Background: an optimization exercise with open tools, aiming at small area, a short achievable clock period and few clock cycles per item. Do not read the settings as production practice.
At most, simulation tests tie the RTL to the original design; equivalence was not proved.

==> 11-10: inputs <==
// modular_exponentiation_top
module modular_exponentiation_top #(
  parameter int unsigned EXP_WIDTH = 64
) (
  input  wire          clk_i,
  input  wire          rst_ni,
  input  wire          s_axis_tvalid,
  output logic         s_axis_tready,
  input  wire  [127:0] s_axis_tdata,    
  output logic         m_axis_tvalid,
  input  wire          m_axis_tready,
  output logic [31:0]  m_axis_tdata,    
  input  wire          cfg_valid_i,
  output logic         cfg_ready_o,
  input  wire  [30:0]  cfg_data_i       
);
  localparam int unsigned EW = (EXP_WIDTH < modexp_pkg::FieldW) ? EXP_WIDTH : modexp_pkg::FieldW;
  logic [3:0]         st_q, st_d;
  modexp_pkg::mod_t   mod_q;
  logic [4:0]         sh_q;           
  logic [34:0]        s_q, c_q;       
  logic [31:0]        r_q, b_q;       
  logic [2:0]         dig_q;          
  logic [4:0]         k_q;            
  logic               mulb_q;         
  logic signed [6:0]  eidx_q;         
  ...
Settings: LEC_CHECK=0, CAP_MARGIN=20, CORE_MARGIN=2, CORE_UTILIZATION=40, SLEW_MARGIN=20; clock period 10.0 ns.
standard.sh (not shown) runs the stock make flow with config.mk's settings and CLKGATE_MAP_FILE= SYNTH_SCRIPT=/design/flow/synth_recipe.tcl, a recipe that flattens the netlist after the stock synthesis.
==> flow/flow/run.sh <==
#!/bin/bash
# Standard ORFS layout (the standard.sh, standard synthesis) with a larger
# setup margin for timing repair; make's output goes to make_finish.log.
set -euo pipefail
bash standard.sh SETUP_SLACK_MARGIN=6 finish > make_finish.log 2>&1
==> 01-17: changes against 11-10 <==
--- a/flow/design.v
+++ b/flow/design.v
@@ -147,20 +147,20 @@
   assign m_axis_tvalid = ovld_q;
   assign m_axis_tdata  = {1'b0, r_q[30:0]};
   logic        red;
   logic [7:0]  t_tab, t;
   logic [7:0]  est;
   logic [31:0] y;
   logic        b_one, b_two, b_neg;
   logic [34:0] ysx, ymag, xy;
-  logic [34:0] s4, c4, s1, c1, s3, c3;
-  logic [34:0] row;
-  logic [32:0] mag, m3_q;         
-  logic        q_1, q_2, q_3, q_4, q_p;
+  logic [34:0] s4, c4, s1, c1, s2, c2, s3, c3;
+  logic [34:0] row_l, row_h;
+  logic [32:0] mag_l;
+  logic        sub_l, sub_h, l_one, l_two, h_one;
   logic [34:0] sum;
   logic [31:0] r_new;
   assign red     = (st_q == modexp_pkg::StRed) || (st_q == modexp_pkg::StRedR) ||
                    (st_q == modexp_pkg::StOne) || (st_q == modexp_pkg::StZero);
   logic [7:0] ep, eg, ec;
   always_comb begin
     logic [7:0] gg, pp;
     ep = s_q[34:27] ^ c_q[34:27];
@@ -184,38 +184,40 @@
   always_comb begin
     if (first_q)                         t = 8'b0000_1111;
     else if (st_q != modexp_pkg::StCor2) t = t_tab;
     else if (qf_q == 2'sd1)              t = 8'b0001_1111;
     else if (qf_q == -2'sd1)             t = 8'b0000_0111;
     else                                 t = 8'b0000_1111;
   end
   always_comb begin
-    q_1 = (t[4] & !t[5]) | (t[2] & !t[3]);
-    q_2 = (t[5] & !t[6]) | (t[1] & !t[2]);
-    q_3 = (t[6] & !t[7]) | (t[0] & !t[1]);
-    q_4 = t[7] | !t[0];
-    q_p = t[4];
+    h_one = t[6] | !t[1];
+    sub_h = t[6];
+    l_one = (t[0] & !t[1]) | (t[2] & !t[3]) | (t[4] & !t[5]) | (t[6] & !t[7]);
+    l_two = (t[1] & !t[2]) | (t[5] & !t[6]);
+    sub_l = (t[0] & !t[1]) | (t[4] & !t[6]);
   end
   assign y     = mulb_q ? b_q : r_q;
   assign b_one = !red && (dig_q[1] ^ dig_q[0]);
   assign b_two = !red && ((dig_q == 3'b100) || (dig_q == 3'b011));
   assign b_neg = !red && dig_q[2];
   assign ysx   = {{3{y[31]}}, y};
   assign ymag  = b_two ? {ysx[33:0], 1'b0} : (b_one ? ysx : '0);
   assign xy    = b_neg ? ~ymag : ymag;
   assign s4 = {(first_q ? 33'd0 : s_q[32:0]), 1'b0, b_neg};
   assign c4 = {(first_q ? 33'd0 : c_q[32:0]), (red ? dig_q[1:0] : 2'b00)};
   assign s1 = s4 ^ c4 ^ xy;
-  assign c1 = {((s4 & c4) | (s4 & xy) | (c4 & xy)), q_p};
-  assign mag = ({33{q_1}} & {2'b00, mod_q}) | ({33{q_2}} & {1'b0, mod_q, 1'b0}) |
-               ({33{q_3}} & m3_q) | ({33{q_4}} & {mod_q, 2'b00});
-  assign row = q_p ? ~{mag, 2'b00} : {mag, 2'b00};
-  assign s3 = s1 ^ c1 ^ row;
-  assign c3 = {((s1 & c1) | (s1 & row) | (c1 & row)), 1'b0};
+  assign c1 = {((s4 & c4) | (s4 & xy) | (c4 & xy)), sub_l} ;
+  assign mag_l = l_two ? {1'b0, mod_q, 1'b0} : (l_one ? {2'b00, mod_q} : '0);
+  assign row_l = sub_l ? ~{mag_l, 2'b00} : {mag_l, 2'b00};
+  assign s2 = s1 ^ c1 ^ row_l;
+  assign c2 = {((s1 & c1) | (s1 & row_l) | (c1 & row_l)), sub_h};
+  assign row_h = !h_one ? '0 : (sub_h ? ~{mod_q, 4'b0000} : {mod_q, 4'b0000});
+  assign s3 = s2 ^ c2 ^ row_h;
+  assign c3 = {((s2 & c2) | (s2 & row_h) | (c2 & row_h)), 1'b0};
   assign sum   = s_q + c_q;
   assign r_new = sum[33:2];
   logic step, cpa, cpa_b;
   assign step = (st_q == modexp_pkg::StRed)  || (st_q == modexp_pkg::StRedR) ||
                 (st_q == modexp_pkg::StMul)  || (st_q == modexp_pkg::StMulR) ||
                 (st_q == modexp_pkg::StCor1) || (st_q == modexp_pkg::StCor2) ||
                 (st_q == modexp_pkg::StOne)  || (st_q == modexp_pkg::StZero);
   assign cpa   = (st_q == modexp_pkg::StCpaB) || (st_q == modexp_pkg::StCpaM) ||
@@ -302,17 +304,16 @@
     end
   end
   logic esel;
   assign esel = expo[eidx_q[5:0]];
   always_ff @(posedge clk_i) begin
     s_q <= s3;
     c_q <= c3;
     mbin_q <= mod_q[29:27];
-    m3_q   <= {2'b00, mod_q} + {1'b0, mod_q, 1'b0};
     if (cpa)   r_q <= r_new;
     if (cpa_b) b_q <= r_new;
     case (st_q)
       modexp_pkg::StIdle: begin
         dig_q <= {2'b00, base[62] && (mod_q[30:1] != '0)};
         k_q   <= 5'd31;
       end
       modexp_pkg::StRed, modexp_pkg::StMul: begin
==> flow/run.sh (new file) <==
#!/bin/bash
# synth_recipe.tcl (not shown) runs the flow's synth.tcl, then flattens the netlist and writes it again
# the make line also repeats each setting of config.mk as NAME=value (left out here)
make -C /OpenROAD-flow-scripts/flow DESIGN_CONFIG=/design/flow/config.mk WORK_HOME=/design/flow/orfs CLKGATE_MAP_FILE= SYNTH_SCRIPT=/design/flow/synth_recipe.tcl finish
SETUP_SLACK_MARGIN = 5   (was default)
removed: flow/flow/run.sh
removed: flow/standard.sh
==> 12-19: changes against 11-10 <==
--- a/flow/design.v
+++ b/flow/design.v
@@ -23,89 +23,32 @@
 endpackage
 `default_nettype wire
 `default_nettype none
 module modexp_mulser (
   input  wire  [7:0] est_i,
   input  wire  [2:0] mbin_i,
   output logic [7:0] t_o
 );
-  function automatic logic ge_c(input logic [7:0] x, input logic [7:0] c);
-    logic [7:0] xo, co;
-    logic r;
-    xo = x ^ 8'h80;
-    co = c ^ 8'h80;
-    r  = 1'b1;
-    for (int i = 0; i < 8; i++) r = co[i] ? (xo[i] & r) : (xo[i] | r);
-    ge_c = r;
-  endfunction
-  assign t_o[0] = (mbin_i == 3'd0 && ge_c(est_i, 8'he2)) |
-      (mbin_i == 3'd1 && ge_c(est_i, 8'hde)) |
-      (mbin_i == 3'd2 && ge_c(est_i, 8'hdb)) |
-      (mbin_i == 3'd3 && ge_c(est_i, 8'hd7)) |
-      (mbin_i == 3'd4 && ge_c(est_i, 8'hd4)) |
-      (mbin_i == 3'd5 && ge_c(est_i, 8'hd0)) |
-      (mbin_i == 3'd6 && ge_c(est_i, 8'hcd)) |
-      (mbin_i == 3'd7 && ge_c(est_i, 8'hc9));
-  assign t_o[1] = (mbin_i == 3'd0 && ge_c(est_i, 8'hea)) |
-      (mbin_i == 3'd1 && ge_c(est_i, 8'he8)) |
-      (mbin_i == 3'd2 && ge_c(est_i, 8'he5)) |
-      (mbin_i == 3'd3 && ge_c(est_i, 8'he3)) |
-      (mbin_i == 3'd4 && ge_c(est_i, 8'he0)) |
-      (mbin_i == 3'd5 && ge_c(est_i, 8'hde)) |
-      (mbin_i == 3'd6 && ge_c(est_i, 8'hdb)) |
-      (mbin_i == 3'd7 && ge_c(est_i, 8'hd9));
-  assign t_o[2] = (mbin_i == 3'd0 && ge_c(est_i, 8'hf3)) |
-      (mbin_i == 3'd1 && ge_c(est_i, 8'hf1)) |
-      (mbin_i == 3'd2 && ge_c(est_i, 8'hf0)) |
-      (mbin_i == 3'd3 && ge_c(est_i, 8'hee)) |
-      (mbin_i == 3'd4 && ge_c(est_i, 8'hed)) |
-      (mbin_i == 3'd5 && ge_c(est_i, 8'heb)) |
-      (mbin_i == 3'd6 && ge_c(est_i, 8'hea)) |
-      (mbin_i == 3'd7 && ge_c(est_i, 8'he8));
-  assign t_o[3] = (mbin_i == 3'd0 && ge_c(est_i, 8'hfb)) |
-      (mbin_i == 3'd1 && ge_c(est_i, 8'hfb)) |
-      (mbin_i == 3'd2 && ge_c(est_i, 8'hfa)) |
-      (mbin_i == 3'd3 && ge_c(est_i, 8'hfa)) |
-      (mbin_i == 3'd4 && ge_c(est_i, 8'hf9)) |
-      (mbin_i == 3'd5 && ge_c(est_i, 8'hf9)) |
-      (mbin_i == 3'd6 && ge_c(est_i, 8'hf8)) |
-      (mbin_i == 3'd7 && ge_c(est_i, 8'hf8));
-  assign t_o[4] = (mbin_i == 3'd0 && ge_c(est_i, 8'h04)) |
-      (mbin_i == 3'd1 && ge_c(est_i, 8'h04)) |
-      (mbin_i == 3'd2 && ge_c(est_i, 8'h05)) |
-      (mbin_i == 3'd3 && ge_c(est_i, 8'h05)) |
-      (mbin_i == 3'd4 && ge_c(est_i, 8'h06)) |
-      (mbin_i == 3'd5 && ge_c(est_i, 8'h06)) |
-      (mbin_i == 3'd6 && ge_c(est_i, 8'h07)) |
-      (mbin_i == 3'd7 && ge_c(est_i, 8'h07));
-  assign t_o[5] = (mbin_i == 3'd0 && ge_c(est_i, 8'h0c)) |
-      (mbin_i == 3'd1 && ge_c(est_i, 8'h0e)) |
-      (mbin_i == 3'd2 && ge_c(est_i, 8'h0f)) |
-      (mbin_i == 3'd3 && ge_c(est_i, 8'h11)) |
-      (mbin_i == 3'd4 && ge_c(est_i, 8'h12)) |
-      (mbin_i == 3'd5 && ge_c(est_i, 8'h14)) |
-      (mbin_i == 3'd6 && ge_c(est_i, 8'h15)) |
-      (mbin_i == 3'd7 && ge_c(est_i, 8'h17));
-  assign t_o[6] = (mbin_i == 3'd0 && ge_c(est_i, 8'h15)) |
-      (mbin_i == 3'd1 && ge_c(est_i, 8'h17)) |
-      (mbin_i == 3'd2 && ge_c(est_i, 8'h1a)) |
-      (mbin_i == 3'd3 && ge_c(est_i, 8'h1c)) |
-      (mbin_i == 3'd4 && ge_c(est_i, 8'h1f)) |
-      (mbin_i == 3'd5 && ge_c(est_i, 8'h21)) |
-      (mbin_i == 3'd6 && ge_c(est_i, 8'h24)) |
-      (mbin_i == 3'd7 && ge_c(est_i, 8'h26));
-  assign t_o[7] = (mbin_i == 3'd0 && ge_c(est_i, 8'h1d)) |
-      (mbin_i == 3'd1 && ge_c(est_i, 8'h21)) |
-      (mbin_i == 3'd2 && ge_c(est_i, 8'h24)) |
-      (mbin_i == 3'd3 && ge_c(est_i, 8'h28)) |
-      (mbin_i == 3'd4 && ge_c(est_i, 8'h2b)) |
-      (mbin_i == 3'd5 && ge_c(est_i, 8'h2f)) |
-      (mbin_i == 3'd6 && ge_c(est_i, 8'h32)) |
-      (mbin_i == 3'd7 && ge_c(est_i, 8'h36));
+  logic signed [7:0] est;
+  logic signed [7:0] th [8];
+  assign est = est_i;
+  always_comb begin
+    th[0] = (mbin_i == 3'd0) ? -8'sd30 : (mbin_i == 3'd1) ? -8'sd34 : (mbin_i == 3'd2) ? -8'sd37 : (mbin_i == 3'd3) ? -8'sd41 : (mbin_i == 3'd4) ? -8'sd44 : (mbin_i == 3'd5) ? -8'sd48 : (mbin_i == 3'd6) ? -8'sd51 : -8'sd55;
+    th[1] = (mbin_i == 3'd0) ? -8'sd22 : (mbin_i == 3'd1) ? -8'sd24 : (mbin_i == 3'd2) ? -8'sd27 : (mbin_i == 3'd3) ? -8'sd29 : (mbin_i == 3'd4) ? -8'sd32 : (mbin_i == 3'd5) ? -8'sd34 : (mbin_i == 3'd6) ? -8'sd37 : -8'sd39;
+    th[2] = (mbin_i == 3'd0) ? -8'sd13 : (mbin_i == 3'd1) ? -8'sd15 : (mbin_i == 3'd2) ? -8'sd16 : (mbin_i == 3'd3) ? -8'sd18 : (mbin_i == 3'd4) ? -8'sd19 : (mbin_i == 3'd5) ? -8'sd21 : (mbin_i == 3'd6) ? -8'sd22 : -8'sd24;
+    th[3] = (mbin_i == 3'd0) ? -8'sd5 : (mbin_i == 3'd1) ? -8'sd5 : (mbin_i == 3'd2) ? -8'sd6 : (mbin_i == 3'd3) ? -8'sd6 : (mbin_i == 3'd4) ? -8'sd7 : (mbin_i == 3'd5) ? -8'sd7 : (mbin_i == 3'd6) ? -8'sd8 : -8'sd8;
+    th[4] = (mbin_i == 3'd0) ? 8'sd4 : (mbin_i == 3'd1) ? 8'sd4 : (mbin_i == 3'd2) ? 8'sd5 : (mbin_i == 3'd3) ? 8'sd5 : (mbin_i == 3'd4) ? 8'sd6 : (mbin_i == 3'd5) ? 8'sd6 : (mbin_i == 3'd6) ? 8'sd7 : 8'sd7;
+    th[5] = (mbin_i == 3'd0) ? 8'sd12 : (mbin_i == 3'd1) ? 8'sd14 : (mbin_i == 3'd2) ? 8'sd15 : (mbin_i == 3'd3) ? 8'sd17 : (mbin_i == 3'd4) ? 8'sd18 : (mbin_i == 3'd5) ? 8'sd20 : (mbin_i == 3'd6) ? 8'sd21 : 8'sd23;
+    th[6] = (mbin_i == 3'd0) ? 8'sd21 : (mbin_i == 3'd1) ? 8'sd23 : (mbin_i == 3'd2) ? 8'sd26 : (mbin_i == 3'd3) ? 8'sd28 : (mbin_i == 3'd4) ? 8'sd31 : (mbin_i == 3'd5) ? 8'sd33 : (mbin_i == 3'd6) ? 8'sd36 : 8'sd38;
+    th[7] = (mbin_i == 3'd0) ? 8'sd29 : (mbin_i == 3'd1) ? 8'sd33 : (mbin_i == 3'd2) ? 8'sd36 : (mbin_i == 3'd3) ? 8'sd40 : (mbin_i == 3'd4) ? 8'sd43 : (mbin_i == 3'd5) ? 8'sd47 : (mbin_i == 3'd6) ? 8'sd50 : 8'sd54;
+  end
+  for (genvar k = 0; k < 8; k++) begin : g_t
+    assign t_o[k] = (est >= th[k]);
+  end
 endmodule
 `default_nettype wire
 `default_nettype none
 module modular_exponentiation_top #(
   parameter int unsigned EXP_WIDTH = 64
 ) (
   input  wire          clk_i,
   input  wire          rst_ni,
@@ -155,32 +98,17 @@
   logic [34:0] s4, c4, s1, c1, s3, c3;
   logic [34:0] row;
   logic [32:0] mag, m3_q;         
   logic        q_1, q_2, q_3, q_4, q_p;
   logic [34:0] sum;
   logic [31:0] r_new;
   assign red     = (st_q == modexp_pkg::StRed) || (st_q == modexp_pkg::StRedR) ||
                    (st_q == modexp_pkg::StOne) || (st_q == modexp_pkg::StZero);
-  logic [7:0] ep, eg, ec;
-  always_comb begin
-    logic [7:0] gg, pp;
-    ep = s_q[34:27] ^ c_q[34:27];
-    eg = s_q[34:27] & c_q[34:27];
-    gg = eg;
-    pp = ep;
-    for (int d = 1; d < 8; d = d * 2) begin
-      for (int i = 7; i >= d; i--) begin
-        gg[i] = gg[i] | (pp[i] & gg[i-d]);
-        pp[i] = pp[i] & pp[i-d];
-      end
-    end
-    ec  = {gg[6:0], 1'b0};
-    est = ep ^ ec;
-  end
+  assign est = s_q[34:27] + c_q[34:27];
   modexp_mulser u_qsel (
     .est_i (est),
     .mbin_i(mbin_q),
     .t_o   (t_tab)
   );
   always_comb begin
     if (first_q)                         t = 8'b0000_1111;
     else if (st_q != modexp_pkg::StCor2) t = t_tab;
TNS_END_PERCENT = 30   (was default)
==> qor summary <==
item                                                                             11-10                      01-17                     12-19
Result of the run                                             timing/DRC/antenna clean   timing/DRC/antenna clean  timing/DRC/antenna clean
Capturing instance or port of the critical path                                 s_q[9]                    s_q[21]                   s_q[31]
Met1 demand-to-capacity share in global routing                                 0.3126                     0.3184                    0.2975
Setup ws final                                                                5.841 ns                   5.099 ns                  5.755 ns
Post-Place Cells                                                                  2707                       2595                      2590
Tmin final                                                                    4.159 ns                   4.901 ns                  4.245 ns
DR vias                                                                          15907                      14832                     14793
Number of flip-flops and latches in the synthesized netlist                        234                        201                       234
Per-instance average area after synthesis                                    9.099 um2                  8.829 um2                 9.323 um2
Starting utilization of the core area                                           0.4067                     0.4049                    0.4062
Top cell type by total area after synthesis                   sky130_fd_sc_hd__dfxtp_1  sky130_fd_sc_hd__edfxtp_1  sky130_fd_sc_hd__dfxtp_1
Multi-In Gates                                                                    1567                       1426                      1471
Fraction of final layout cells sized beyond drive strength 1                    0.1536                     0.1249                    0.1303
Testbench counts of 12-19, summed over its fixed seeds: cycles 179,520, items 192.
Only the layout flow was run in 11-10 and 01-17; the RTL was not checked for function there.

==> port drivers added, routing unchanged <==
Ports are ideal in the flow. The routed layouts listed here were re-timed in OpenROAD. Step 1 sets driving cells, clkbuf_16 on the clock port and buf_2 on the other inputs (assumed; they add their load-dependent delay and slew). Step 2 moves the port delays by t, midway between the first and last clock arrival at a register: inputs arrive t later, outputs are due t later. That takes back most of the time a late clock gives input paths. Three values: no drivers, after step 1, after step 2; two values: the first two.
run | shift t [ns] | setup WS [ns] | worst hold slack (ns) | pins driven straight from the clock port
11-10 | 0.615 | 5.841 / 5.841 / 5.519 | 0.474 / 0.474 / 0.474 | 1
01-17 | 0.577 | 5.099 / 5.099 / 5.099 | 0.481 / 0.481 / 0.481 | 1
12-19 | 0.600 | 5.755 / 5.755 / 5.561 | 0.480 / 0.480 / 0.480 | 1
After both steps every run listed still meets setup and hold. The setup slack of 11-10, which loses most, moves by 0.000 ns with the drivers and by -0.322 ns with both steps.
